From an optimization exercise on the open Yosys and OpenROAD flow, aimed at small area; shortcuts taken in it are not production practice. In this exercise RTL edits were held to simulation tests only and were not proved equivalent to the original. No activity file was given, so power comes from the tool's default toggle rates.

==> flow/design.v <==
`timescale 1ns/1ps
package udp_app_pkg;
    typedef logic [7:0]  byte_t;      
    typedef logic [15:0] pkt_len_t;   
    typedef logic [31:0] pixel_t;     
    typedef logic [15:0] seq_t;       
    typedef struct packed {
        byte_t    data;
        logic     last;   
        pkt_len_t len;    
    } app_beat_t;
    typedef enum logic {IDLE, SEND} tx_state_t;
    typedef enum logic [1:0] {FREE, LOCK_MODE, LOCK_IMG, LOCK_LED} arb_state_t;
    localparam int       DEBOUNCE_CYCLES   = 16;   
    localparam int       DEBOUNCE_CNT_W    = $clog2(DEBOUNCE_CYCLES + 2);
    localparam byte_t    LED_CMD_TAG       = 8'hA5;
    localparam pkt_len_t LED_CMD_LEN       = 16'd4;
    localparam int       LED_PATTERNS      = 4;
    localparam int       LED_IDX_W         = $clog2(LED_PATTERNS);
    localparam pkt_len_t MODE_CMD_LEN      = 16'd2;
    localparam logic [15:0] MODE_CMD_A     = 16'h0001;
    localparam logic [15:0] MODE_CMD_B     = 16'h0003;
    localparam int       IMG_WORDS_PER_PKT = 4;
    localparam pkt_len_t IMG_PKT_LEN       = 16'd18;   
    localparam int       IMG_FIFO_DEPTH    = 16;
    localparam int       IMG_PTR_W         = $clog2(IMG_FIFO_DEPTH);
    localparam int       IMG_CNT_W         = IMG_PTR_W + 1;
endpackage
`timescale 1ns/1ps
module key_debounce (
    input  logic clk_25_out,
    input  logic key1,
    input  logic key,     
    output logic press    
);
    logic       key_meta;
    logic       key_sync;
    logic [4:0] cnt;
    logic       nxt;
    always_ff @(posedge clk_25_out or negedge key1)
    begin
        if (!key1)
        begin
            key_meta <= 1'b1;
            key_sync <= 1'b1;
        end
        else
        begin
            key_meta <= key;
            key_sync <= key_meta;
        end
    end
    always_comb
    begin
        case (cnt)
            5'b00000:  nxt = 1'b1;
            5'b00001:  nxt = 1'b1;
            5'b00011:  nxt = 1'b0;
            5'b00110:  nxt = 1'b0;
            5'b01100:  nxt = 1'b1;
            5'b11001:  nxt = 1'b0;
            5'b10010:  nxt = 1'b0;
            5'b00100:  nxt = 1'b1;
            5'b01001:  nxt = 1'b1;
            5'b10011:  nxt = 1'b1;
            5'b00111:  nxt = 1'b0;
            5'b01110:  nxt = 1'b1;
            5'b11101:  nxt = 1'b0;
            5'b11010:  nxt = 1'b1;
            5'b10101:  nxt = 1'b1;
            5'b01011:  nxt = 1'b1;
            5'b10111:  nxt = 1'b1;
            5'b01111:  nxt = 1'b1;
            5'b11111:  nxt = 1'b1;
            default: nxt = 1'bx;
        endcase
    end
    always_ff @(posedge clk_25_out or negedge key1)
    begin
        if (!key1)
            cnt <= '0;
        else if (key_sync)
            cnt <= '0;
        else
            cnt <= {cnt[3:0], nxt};
    end
    assign press = (cnt == 5'b01111);
endmodule
`timescale 1ns/1ps
`timescale 1ns/1ps
`timescale 1ns/1ps
`timescale 1ns/1ps
`timescale 1ns/1ps
module udp_app_top (
    input  logic                   clk_25_out,
    input  logic                   key1,             
    input  logic                   key2,             
    input  logic                   key3,             
    input  logic                   key4,             
    input  udp_app_pkg::pixel_t    img_word,
    input  logic                   img_word_valid,
    output logic                   img_word_ready,
    output udp_app_pkg::app_beat_t udp_tx,
    output logic                   udp_tx_valid,
    input  logic                   udp_tx_ready,
    output logic                   img_mode
);
    logic key2_press;
    logic key3_press;
    logic key4_press;
    key_debounce u_key2_db (.clk_25_out(clk_25_out), .key1(key1), .key(key2), .press(key2_press));
    key_debounce u_key3_db (.clk_25_out(clk_25_out), .key1(key1), .key(key3), .press(key3_press));
    key_debounce u_key4_db (.clk_25_out(clk_25_out), .key1(key1), .key(key4), .press(key4_press));
    logic [31:0] fifo_mem [16];
    logic [4:0]  wr_ptr;       
    logic [4:0]  rd_ptr;       
    logic        mode_pend;    
    logic        led_pend;
    logic        img_pend;
    logic        use_b;
    logic [1:0]  led_idx;
    logic [15:0] seq;
    logic [1:0]  lock;         
    logic [1:0]  cnt;          
    logic        dph;          
    logic free, g_mode, g_img, g_led, acc, last, toggle, push, pop, start, img_end, mode_end, led_end;
    assign free   = (lock == 2'd0);
    assign g_mode = (lock == 2'd1) || (free && mode_pend);
    assign g_img  = (lock == 2'd2) || (free && !mode_pend && img_mode && img_pend);
    assign g_led  = (lock == 2'd3) || (free && !mode_pend && !img_mode && led_pend);
    assign udp_tx_valid = g_mode || g_img || g_led;
    assign acc    = udp_tx_valid && udp_tx_ready;
    always_comb
    begin
        if (g_img)
            last = dph && (cnt == 2'd1) && (rd_ptr[1:0] == 2'd3);
        else if (g_led)
            last = (cnt == 2'd3);
        else
            last = cnt[0];
    end
    assign toggle = key3_press && !img_pend;
    assign img_word_ready = !((wr_ptr[3:0] == rd_ptr[3:0]) && (wr_ptr[4] != rd_ptr[4]));
    assign push   = img_word_valid && img_word_ready && img_mode;
    assign pop    = acc && g_img && dph && (cnt == 2'd1);
    assign img_end  = acc && g_img && last;
    assign mode_end = acc && g_mode && last;
    assign led_end  = acc && g_led && last;
    assign start  = (wr_ptr[4:2] != rd_ptr[4:2]);    
    logic [15:0]  wsel;
    logic [511:0] mem_flat;
    logic [31:0]  head;
    logic [7:0]   img_byte;
    always_comb
    begin
        for (int i = 0; i < 16; i++)
        begin
            wsel[i] = (rd_ptr[3:0] == 4'(i));
            mem_flat[32 * i +: 32] = fifo_mem[i];
        end
    end
    word_mux u_word_mux (.words(mem_flat), .sel(wsel), .word(head));
    always_comb
    begin
        case ({~cnt[1], cnt[0]})
            2'd0:    img_byte = head[31:24];
            2'd1:    img_byte = head[23:16];
            2'd2:    img_byte = head[15:8];
            default: img_byte = head[7:0];
        endcase
    end
    always_comb
    begin
        udp_tx.last = last;
        udp_tx.len  = {11'd0, g_img, 1'b0, g_led && !g_img, !g_led || g_img, 1'b0};
        if (g_img)
            udp_tx.data = dph ? img_byte : (cnt[0] ? seq[7:0] : seq[15:8]);
        else if (g_led)
            case (cnt)
                2'd0:    udp_tx.data = 8'hA5;
                2'd1:    udp_tx.data = 8'h01;
                2'd2:    udp_tx.data = {6'd0, led_idx};
                default: udp_tx.data = {6'h3f, ~led_idx};
            endcase
        else
            udp_tx.data = cnt[0] ? {6'd0, use_b, 1'b1} : 8'h00;
    end
    always_ff @(posedge clk_25_out)
    begin
        if (push)
            fifo_mem[wr_ptr[3:0]] <= img_word;
    end
    always_ff @(posedge clk_25_out or negedge key1)
    begin
        if (!key1)
        begin
            wr_ptr    <= '0;
            rd_ptr    <= '0;
            mode_pend <= 1'b0;
            led_pend  <= 1'b0;
            img_pend  <= 1'b0;
            use_b     <= 1'b0;
            led_idx   <= '0;
            seq       <= '0;
            img_mode  <= 1'b0;
            lock      <= '0;
            cnt       <= '0;
            dph       <= 1'b0;
        end
        else
        begin
            wr_ptr <= toggle ? 5'd0 : wr_ptr + {4'd0, push};
            rd_ptr <= toggle ? 5'd0 : rd_ptr + {4'd0, pop};
            if (acc && last)
                lock <= 2'd0;
            else if (udp_tx_valid)
                lock <= g_mode ? 2'd1 : g_img ? 2'd2 : 2'd3;
            if (acc)
            begin
                cnt <= last ? 2'd0 : cnt + 1'b1;
                dph <= !last && (dph || cnt[0]);
            end
            if (!mode_pend)
                mode_pend <= key4_press;
            else if (acc && g_mode && last)
            begin
                mode_pend <= 1'b0;
                use_b     <= !use_b;
            end
            if (!led_pend)
            begin
                if (key2_press)
                begin
                    led_pend <= 1'b1;
                    led_idx  <= led_idx + 1'b1;
                end
            end
            else if (acc && g_led && last)
                led_pend <= 1'b0;
            seq <= (toggle && !img_mode) ? 16'd0 : seq + {15'd0, img_end};
            if (!img_pend)
            begin
                if (toggle)
                    img_mode <= !img_mode;
                else if (img_mode && start)
                    img_pend <= 1'b1;
            end
            else if (img_end)
                img_pend <= 1'b0;
        end
    end
endmodule
module word_mux (
    input  logic [511:0] words,
    input  logic [15:0]  sel,
    output logic [31:0]  word
);
    logic [5:0] grp_n [32];
    for (genvar b = 0; b < 32; b++)
    begin : g_bit
        for (genvar g = 0; g < 5; g++)
        begin : g_grp
            aoi222 u_aoi (
                .a0(sel[3 * g]),     .b0(words[32 * (3 * g) + b]),
                .a1(sel[3 * g + 1]), .b1(words[32 * (3 * g + 1) + b]),
                .a2(sel[3 * g + 2]), .b2(words[32 * (3 * g + 2) + b]),
                .y(grp_n[b][g])
            );
        end
        assign grp_n[b][5] = !(sel[15] && words[32 * 15 + b]);
        assign word[b] = !(&grp_n[b]);
    end
endmodule
module aoi222 (
    input  logic a0, b0, a1, b1, a2, b2,
    output logic y
);
    assign y = !((a0 && b0) || (a1 && b1) || (a2 && b2));
endmodule
export LEC_CHECK = 0
export CAP_MARGIN = 10
export CORE_MARGIN = 2
export CORE_UTILIZATION = 75
export PLACE_DENSITY = 0.82
export SETUP_SLACK_MARGIN = 0.1
export SLEW_MARGIN = 10
export SYNTH_HIERARCHICAL = 1
create_clock -name core_clock -period 5.0 [get_ports {clk_25_out}]
standard.sh (not shown) runs the stock make flow with config.mk's settings and CLKGATE_MAP_FILE= SYNTH_SCRIPT=/design/flow/synth_recipe.tcl, a recipe that flattens the netlist after the stock synthesis.
==> flow/flow/run.sh <==
#!/bin/bash
# The standard layout (the standard.sh, standard synthesis included) with
# two changes: every port is buffered by a plain buf_1 instead of the
# delay-cell buffer buffer_ports picks by default, and clock tree synthesis
# adds no dummy load cells.
set -euo pipefail
export BUFFER_PORTS_ARGS="-buffer_cell sky130_fd_sc_hd__buf_1"
export CTS_ARGS="-sink_clustering_enable -repair_clock_nets -sink_clustering_size 16 -sink_clustering_max_diameter 100 -buf_list sky130_fd_sc_hd__clkbuf_8 -dont_use_dummy_load"
bash standard.sh > layout.log 2>&1
Then changed:
==> flow/flow/run.sh (replaced) <==
#!/bin/bash
# The standard layout (the standard.sh) with three changes:
#  - synthesis maps the logic with an area-oriented ABC script (two rounds of
#    choice computation and area mapping) instead of ORFS's delay-oriented one;
#    everything else in synthesis, registers included, is the standard one.
#  - every port is buffered by a plain buf_1 instead of the delay-cell buffer
#    buffer_ports picks by default.
#  - clock tree synthesis uses clkbuf_8 leaves on clusters of 16 sinks and adds
#    no dummy load cells.
# Each tool's output goes to layout.log (and ORFS's own logs under orfs/logs).
set -euo pipefail
rm -rf scripts_local
cp -r "$FLOW_HOME/scripts" scripts_local
printf 'strash\ndch -f\namap\nstrash\ndch -f\namap\ntopo\nstime -c\nbuffer -c\nupsize -c\ndnsize -c\n' > scripts_local/abc_speed.script
export SCRIPTS_DIR="$PWD/scripts_local"
export BUFFER_PORTS_ARGS="-buffer_cell sky130_fd_sc_hd__buf_1"
export CTS_ARGS="-sink_clustering_enable -repair_clock_nets -sink_clustering_size 16 -sink_clustering_max_diameter 100 -buf_list sky130_fd_sc_hd__clkbuf_8 -dont_use_dummy_load"
bash standard.sh > layout.log 2>&1
Settings changed: CAP_MARGIN 10 to 0, CORE_UTILIZATION 75 to 80, PLACE_DENSITY 0.82 to 0.86, SLEW_MARGIN 10 to 0.
=> This time the run finished with setup timing left. Total power rises by roughly a tenth. Hold slack got worse by 0.0088 ns. Cell area rises slightly. Area after synthesis falls slightly. Global-route usage rises by 4.8 points. Sequential share of layout area falls by 0.34 points. Maximum frequency falls by a few percent. Sequential cell count does not change.
Then changed:
==> flow/flow/run.sh (replaced) <==
#!/bin/bash
# The standard layout (the standard.sh, standard synthesis included) with
# two changes: every port is buffered by a plain buf_1 instead of the
# delay-cell buffer buffer_ports picks by default, and clock tree synthesis
# adds no dummy load cells.
set -euo pipefail
export BUFFER_PORTS_ARGS="-buffer_cell sky130_fd_sc_hd__buf_1"
export CTS_ARGS="-sink_clustering_enable -repair_clock_nets -sink_clustering_size 16 -sink_clustering_max_diameter 100 -buf_list sky130_fd_sc_hd__clkbuf_8 -dont_use_dummy_load"
bash standard.sh > layout.log 2>&1
With this change the flow produced a clean layout.
Clock-buffer cell count does not change.
Critical path depth shrinks by 3.
Worst hold slack gains 0.0089 ns.
Die area grows by about 0.7%.
Setup slack gains 0.25 ns.
Then changed:
Settings changed: GPL_ROUTABILITY_DRIVEN from default to 0, GPL_TIMING_DRIVEN from default to 0.
- With this change the flow ran to the end with violations: setup timing
- sequential power is about the same
- core utilization rose by 3.8 points
- synthesized cell count is unchanged
- clock-buffer cell count does not change

-- static timing again, ports no longer ideal --
No port has a modelled driver above. Below, the same layouts with a new extraction and two added sets of constraints.
Step 1 sets driving cells, clkbuf_16 on the clock port and buf_2 on the other inputs (assumed; they add their load-dependent delay and slew).
Step 2 times the ports against the registers' clock, not the clock port: input delays grow and output delays shrink by t, the midpoint of the rising clock arrivals with the driver on.
Three values: ideal ports, drivers, drivers and shift; two values: the first two.
run	t, ns	setup slack, ns	clock arrival spread, ns	worst register clock-pin slew, ns	worst slew at a driven data input, ns
the first run	0.614	0.111 / 0.064 / 0.678	0.045 / 0.046	0.10 / 0.10	0.08
the second run	0.619	-0.106 / -0.152 / 0.467	0.072 / 0.072	0.12 / 0.12	0.09
the third run	0.606	0.143 / 0.095 / 0.701	0.036 / 0.036	0.10 / 0.10	0.08
the fourth run	0.621	-0.015 / -0.064 / 0.557	0.039 / 0.038	0.11 / 0.11	0.10
